This design comes from an exercise in tuning for small area and a short achievable clock period on the open sky130 flow, not from production work.
In this exercise RTL edits were held to simulation tests only and were not proved equivalent to the original.
Power figures rest on the tool's default switching activity, not on a simulated workload.

==> flow/design.v <==
package dds_pkg;
    localparam int MODE_FULL    = 0;
    localparam int MODE_QUARTER = 1;
    function automatic bit widths_ok(input int mode, input int phase_w, input int addr_w);
        if (mode == MODE_QUARTER)
            widths_ok = (phase_w >= addr_w + 2);
        else if (mode == MODE_FULL)
            widths_ok = (phase_w >= addr_w);
        else
            widths_ok = 1'b0;
    endfunction
endpackage
module dds_phase_acc #(
    parameter int PHASE_W = 16
) (
    input  logic               clk,
    input  logic               reset,
    input  logic               tick,
    input  logic               en,
    input  logic               updn,
    input  logic               preload,
    input  logic [PHASE_W-1:0] pl_phase,
    input  logic [PHASE_W-1:0] fword,
    output logic [PHASE_W-1:0] acc,
    output logic [PHASE_W-1:0] acc_next
);
    logic [PHASE_W-1:0] acc_reg;
    always_comb begin
        acc_next = acc_reg;
        if (preload)
            acc_next = pl_phase;
        else if (tick && en)
            acc_next = updn ? (acc_reg + fword) : (acc_reg - fword);
    end
    always_ff @(posedge clk or posedge reset) begin
        if (reset)
            acc_reg <= '0;
        else
            acc_reg <= acc_next;
    end
    assign acc = acc_reg;
endmodule
module dds_nco #(
    parameter int PHASE_W = 16,
    parameter int ADDR_W  = 8,
    parameter int DATA_W  = 16,
    parameter int NCH     = 2,
    parameter int MODE    = 1
) (
    input  logic                   clk,
    input  logic                   reset,
    input  logic                   tick,
    input  logic [NCH-1:0]         ch_en,
    input  logic [NCH-1:0]         updn,
    input  logic [NCH-1:0]         preload,
    input  logic [NCH*PHASE_W-1:0] pl_phase,
    input  logic [NCH*PHASE_W-1:0] fword,
    input  logic [NCH*PHASE_W-1:0] poff,
    input  logic                   tbl_we,
    input  logic [ADDR_W-1:0]      tbl_addr,
    input  logic [DATA_W-1:0]      tbl_wdata,
    output logic [NCH*PHASE_W-1:0] phase_out,
    output logic [NCH*DATA_W-1:0]  wave_out,
    output logic                   wave_valid
);
    localparam int DEPTH = 1 << ADDR_W;
    localparam logic signed [DATA_W-1:0] S_MIN = {1'b1, {(DATA_W-1){1'b0}}};
    localparam logic signed [DATA_W-1:0] S_MAX = {1'b0, {(DATA_W-1){1'b1}}};
    generate
        if (!dds_pkg::widths_ok(MODE, PHASE_W, ADDR_W)) begin : g_bad_widths
            $error("dds_nco: illegal MODE/PHASE_W/ADDR_W combination");
        end
    endgenerate
    logic signed [DATA_W-1:0] tbl_mem [DEPTH];
    logic                     valid1_reg;
    always_ff @(posedge clk) begin
        if (tbl_we)
            tbl_mem[tbl_addr] <= tbl_wdata;
    end
    always_ff @(posedge clk or posedge reset) begin
        if (reset) begin
            valid1_reg <= 1'b0;
            wave_valid <= 1'b0;
        end else begin
            valid1_reg <= tick;
            wave_valid <= valid1_reg;
        end
    end
    generate
        for (genvar gi = 0; gi < NCH; gi++) begin : g_ch
            logic [PHASE_W-1:0]       acc;
            logic [PHASE_W-1:0]       acc_next;
            logic [PHASE_W-1:0]       p;
            logic [ADDR_W-1:0]        idx;
            logic                     neg;
            logic [ADDR_W-1:0]        addr_reg;
            logic                     neg_reg;
            logic signed [DATA_W-1:0] rd;
            logic signed [DATA_W-1:0] smp;
            logic signed [DATA_W-1:0] wave_reg;
            dds_phase_acc #(.PHASE_W(PHASE_W)) u_acc (
                .clk      (clk),
                .reset    (reset),
                .tick     (tick),
                .en       (ch_en[gi]),
                .updn     (updn[gi]),
                .preload  (preload[gi]),
                .pl_phase (pl_phase[gi*PHASE_W +: PHASE_W]),
                .fword    (fword[gi*PHASE_W +: PHASE_W]),
                .acc      (acc),
                .acc_next (acc_next)
            );
            assign phase_out[gi*PHASE_W +: PHASE_W] = acc;
            assign p = acc_next + poff[gi*PHASE_W +: PHASE_W];
            if (MODE == dds_pkg::MODE_QUARTER) begin : g_quarter
                logic [1:0]        q;
                logic [ADDR_W-1:0] raw;
                assign q   = p[PHASE_W-1 -: 2];
                assign raw = p[PHASE_W-3 -: ADDR_W];
                assign idx = q[0] ? ~raw : raw;
                assign neg = q[1];
            end else begin : g_full
                assign idx = p[PHASE_W-1 -: ADDR_W];
                assign neg = 1'b0;
            end
            always_ff @(posedge clk or posedge reset) begin
                if (reset) begin
                    addr_reg <= '0;
                    neg_reg  <= 1'b0;
                end else if (tick) begin
                    addr_reg <= idx;
                    neg_reg  <= neg;
                end
            end
            always_comb begin
                rd  = tbl_mem[addr_reg];
                smp = rd;
                if (neg_reg)
                    smp = (rd == S_MIN) ? S_MAX : -rd;
            end
            always_ff @(posedge clk or posedge reset) begin
                if (reset)
                    wave_reg <= '0;
                else if (valid1_reg)
                    wave_reg <= smp;
            end
            assign wave_out[gi*DATA_W +: DATA_W] = wave_reg;
        end
    endgenerate
endmodule
==> flow/run.sh <==
#!/bin/bash
# synth_recipe.tcl (not shown) runs the flow's synth.tcl, then flattens the netlist and writes it again
# the make line also repeats each setting of config.mk as NAME=value (left out here)
make -C /OpenROAD-flow-scripts/flow DESIGN_CONFIG=/design/flow/config.mk WORK_HOME=/design/flow/orfs CLKGATE_MAP_FILE= SYNTH_SCRIPT=/design/flow/synth_recipe.tcl finish
==> flow/config.mk <==
export PLATFORM = sky130hd
export DESIGN_NAME = dds_nco
export DESIGN_NICKNAME = dds_nco
export VERILOG_FILES = /design/flow/design.v
export SDC_FILE = /design/flow/constraint.sdc
export NUM_CORES = 4
export LEC_CHECK = 0
export CAP_MARGIN = 20
export CORE_MARGIN = 2
export CORE_UTILIZATION = 30
export PLACE_DENSITY = 0.4
export SLEW_MARGIN = 20
==> flow/constraint.sdc <==
create_clock -name core_clock -period 6.2 [get_ports {clk}]
set_input_delay 1.2400 -clock core_clock [delete_from_list [all_inputs] [get_ports {clk}]]
set_output_delay 1.2400 -clock core_clock [all_outputs]
set_load 0.01 [all_outputs]
==> summary.txt <==
Max Fclk=about 0.17 GHz; path depth of the worst reg2reg path=15; min Tclk post-route=between 6000 and 7000 ps; drt total wl=between 900000 and 1000000 µm; biggest cell delay along the critical path=1100 ps; maximum level of the CTS H-tree=5; number of instances in the synthesized netlist=10300; DRC=0; Synth Net Count=10500; largest fanout on the critical path=37; Final setup viols=0; result of the run=finished clean; number of buffers on the longest clock path=4; sequential share of the synthesized area=a little under two thirds; Die ar.=663000 µm²; via count of the first global-routing pass=122000; most area-consuming cells after synthesis=edfxtp_1, mux4_2, mux2i_1, dfrtp_1, a22oi_1; share of synthesized cell area in full adder, half adder and majority cells=0.472%; Worst Path Class, Setup=flop to flop; starting utilization of the core area=30.1%; Slowest-stage cell, CP=a222oi_1; I/O pin cnt=just under 200; number of antenna violations at the first check in global routing=110; remaining global-route overflow=0; clock transition at the register clock pins on the worst setup and hold paths after CTS=60 ps; Worst-Margin Slew=1320 ps; launching element type of the critical path=flop; Main synth FF type=edfxtp_1; mean area per synthesized cell=19.2 µm²; flip-flop count of the largest register, all copies and words added=4096; Area growth, synth to finish=18.4%; simple logic cell fraction of the synthesized area=2.99%; overall die height=814 µm; routed via count=approximately 120k; average wire per standard cell=46.0 µm; post-route cell area=between 200000 and 250000 µm²; filler-free cell count of the finished design=20400; delay-heaviest family, CP=compound AO/OA/AOI/OAI gates; quantity of hold-fixing buffers added after cts=0; cell row count=297; Buf/Inv on CP=5; multiplexer share of the synthesized area=25.9%; share of cells above drive strength 1=37.1%; leading area contributor after synthesis=edfxtp_1; first-pass GRT wire length=around 1200000 µm; startpoint of the most critical register-to-register path=g_ch[0].addr_reg[2]$_DFFE_PP0P_; vias per inst=6.12; total routing resource utilization after global routing=27.6%; post-detailed-placement half-perimeter wirelength=roughly 640000 µm; count of final hold-check violations=0; number of buffers created by CTS=~480; first-iteration detailed-routing DRC count=20000; largest clock skew in the final design=34.6 ps; compound-cell area share of the yosys netlist=between 4 and 5%; MaxCap Viol Count=0; Final nets=11400; total placed instance area=217000 µm²; number of gates on the worst path with buffers counted=15; Antenna Nets Post-Route=0; unique cell type count in the Yosys netlist=91; path category of the worst min-delay check=input port to asynchronous set/reset pin; share of the synthesized netlist area taken by xor and xnor gates=less than 1%; area share of the largest cell type after synthesis=62.5%; Worst-Skew Late Latency=1100 ps; number of flops mapped to enable cells by yosys=4096; Leak=74.3 nW; share of the clock period used by the worst path=between 90% and 100%; Mapped Area=~200000 µm²; endpoint kind of the worst setup timing path=flop; Yosys warning count=2; Slew Limit Headroom=about 11%; Yosys reg bits=4180; data arrival at the endpoint of the critical path=6970 ps; maximum number of pins on one net before global-route repair=~190; combinational family with the most area after synthesis=multiplexers; required arrival time at the worst endpoint=a little over 7000 ps; buffer cell driving the clock tree root=clkbuf_16; GPL Wtd Cong=0.919; Core Region=654000 µm²; CP cell instances=buf_12, buf_12, nor2b_4, buf_4, a221oi_1, o21ai_0, a222oi_1, o211a_1, a41oi_1, buf_4, nand4_1, nor3_1, and4bb_2, inv_1, a41oi_1; Worst setup startpoint=g_ch[0].addr_reg[2]$_DFFE_PP0P_; Pins Over Slew Limit=0; clk sinks=4180; worst-case vdd ir drop=0.351 mV; P per Cell Area=510 nW/µm²; number of placed instances, taps included=around 20000; TritonCTS clock tree=done; number of port buffers=between 150 and 200; die outline width=814 µm; Post-synth ARST share=between 2 and 2.5%; number of iterations in the first detailed-routing pass=8
final timing paths:
kind | endpoint | slack, ps
max | g_ch[0].wave_reg[11]$_DFFE_PP0P_ | 150
min | g_ch[1].u_acc.acc_reg[15]$_DFF_PP0_ | 510
max reg2reg | g_ch[0].wave_reg[11]$_DFFE_PP0P_ | 150
min reg2reg | g_ch[1].wave_reg[8]$_DFFE_PP0P_ | 530
max in group asynchronous | g_ch[0].addr_reg[2]$_DFFE_PP0P_ | 4520
min in group core_clock | g_ch[1].wave_reg[8]$_DFFE_PP0P_ | 530
metal layers:
| metal | up-vias | part of all wire (%) | track usage, % | wire (µm) |
|---|---|---|---|---|
| li1 | 46500 | - | - | - |
| met1 | 69000 | 41 | 37.9 | 381000 |
| met2 | 7660 | 45 | 42.2 | 419000 |
| met3 | 1403 | 9.1 | 5.82 | 85500 |
| met4 | 32 | 5.5 | 12.4 | 51100 |
| met5 | - | 0.023 | 0 | 212 |
kinds of logic after synthesis:
family,Yosys count
simple gates,1265
buf+inv,843
xor+xnor,115
flops,4180
mux,2516
compound gates,1260
fa+ha+maj,73
report_power, final:
group	internal [mW]	leakage [nW]	switching, mW
clock network	16.6	7.59	12.4
logic	21.1	28.9	36.6
registers	31.3	37.8	0.903
cell usage in the layout, fill, tap and decap left out, types with 68 or more instances in the layout:
master / netlist / routed
o21ai_0: 126 / 122
clkbuf_16: 0 / 482
o22ai_1: 85 / 85
nand2_1: 270 / 269
clkinv_2: 0 / 94
clkdlybuf4s50_1: 0 / 177
nor2_2: 2 / 267
mux4_2: 2064 / 2064
a221oi_1: 142 / 142
buf_4: 103 / 959
nor3_1: 83 / 77
a31oi_1: 69 / 68
a22oi_1: 268 / 268
clkbuf_1: 356 / 85
buf_12: 0 / 147
ha_1: 71 / 71
dfrtp_1: 84 / 68
nand3_1: 147 / 138
mux2i_1: 407 / 407
a22o_1: 86 / 86
xnor2_1: 71 / 71
edfxtp_1: 4096 / 4096
nor2_1: 481 / 210
a21oi_1: 211 / 209
clkinv_1: 3 / 114
cells in the mapped netlist, types with 12 or more instances:
cell type,n
a221oi_1,142
o2111ai_1,20
a22o_1,86
mux2i_1,407
nand4_1,44
nand3_1,147
ha_1,71
mux4_2,2064
nand2b_1,30
a32oi_1,19
buf_4,103
or2_2,16
edfxtp_1,4096
nor2b_1,51
o31ai_1,18
nand2_1,270
and3_1,27
and2_1,24
buf_6,21
a2111oi_0,16
xor2_1,44
xnor2_1,71
dfrtp_1,84
a21o_1,15
o21ai_0,126
mux2_2,45
o221ai_1,16
nor4_1,34
buf_2,203
buf_1,113
a22oi_1,268
o211ai_1,26
nor2_1,481
o22ai_1,85
nor3_1,83
inv_1,39
o21a_1,12
a31oi_1,69
a211oi_1,33
clkbuf_1,356
a21oi_1,211
through the flow:
stage          total power, mW  TNS, ps  util, %  setup slack (ps)  hold slack (ps)
6_report                   119        0     35.6               147              510
5_1_grt                    121   -0.285     35.6            -0.285              517
4_1_cts                    119        0     35.6              65.1              441
3_5_place_dp              89.8    -2660     33.2              -370              510
2_1_floorplan             60.3        0        -               322              372
3_3_place_gp              89.8    -6240     33.2              -666              526
what timing repair did:
item                                    in CTS  in global routing
gates resized for setup                      0                  2
buffers inserted                             0                  4
endpoints found under the setup margin       0                 29
final cells by class:
type                            instances  area (µm²)
Antenna cell                           58         145
Clock buffer                          567       12400
Clock inverter                        316        3210
Fill cell                           60900      421000
Inverter                               46         200
Multi-Input combinational cell       5229       68800
Sequential cell                      4180      125000
Tap cell                             8671       10800
Timing Repair Buffer                 1309       12300

==> separate check: timing with driven ports <==
The flow's constraints put no driver on any port. The routed layout listed below was extracted and timed again, unchanged, in two steps. Step 1 sets driving cells, clkbuf_16 on the clock port and buf_2 on the other inputs (assumed; they add their load-dependent delay and slew). Step 2 adds t to the input delays and takes it off the output delays; t is the mean of the earliest and latest rising clock arrival at the registers after step 1. Input paths then give back, and output paths get back, about the clock's delay inside the block. Three values: no drivers, after step 1, after step 2; two values: the first two.
t (ns): 1.202
setup slack, ns: 0.147 / 0.147 / -0.377
hold slack, ns: 0.510 / 0.407 / 0.527
slew at the worst register clock pin (ns): 0.07 / 0.07
With both steps, setup timing fails in this run, where it was met with ideal ports. For this run, drivers alone change the setup slack by 0.000 ns; drivers and shift together by -0.524 ns.
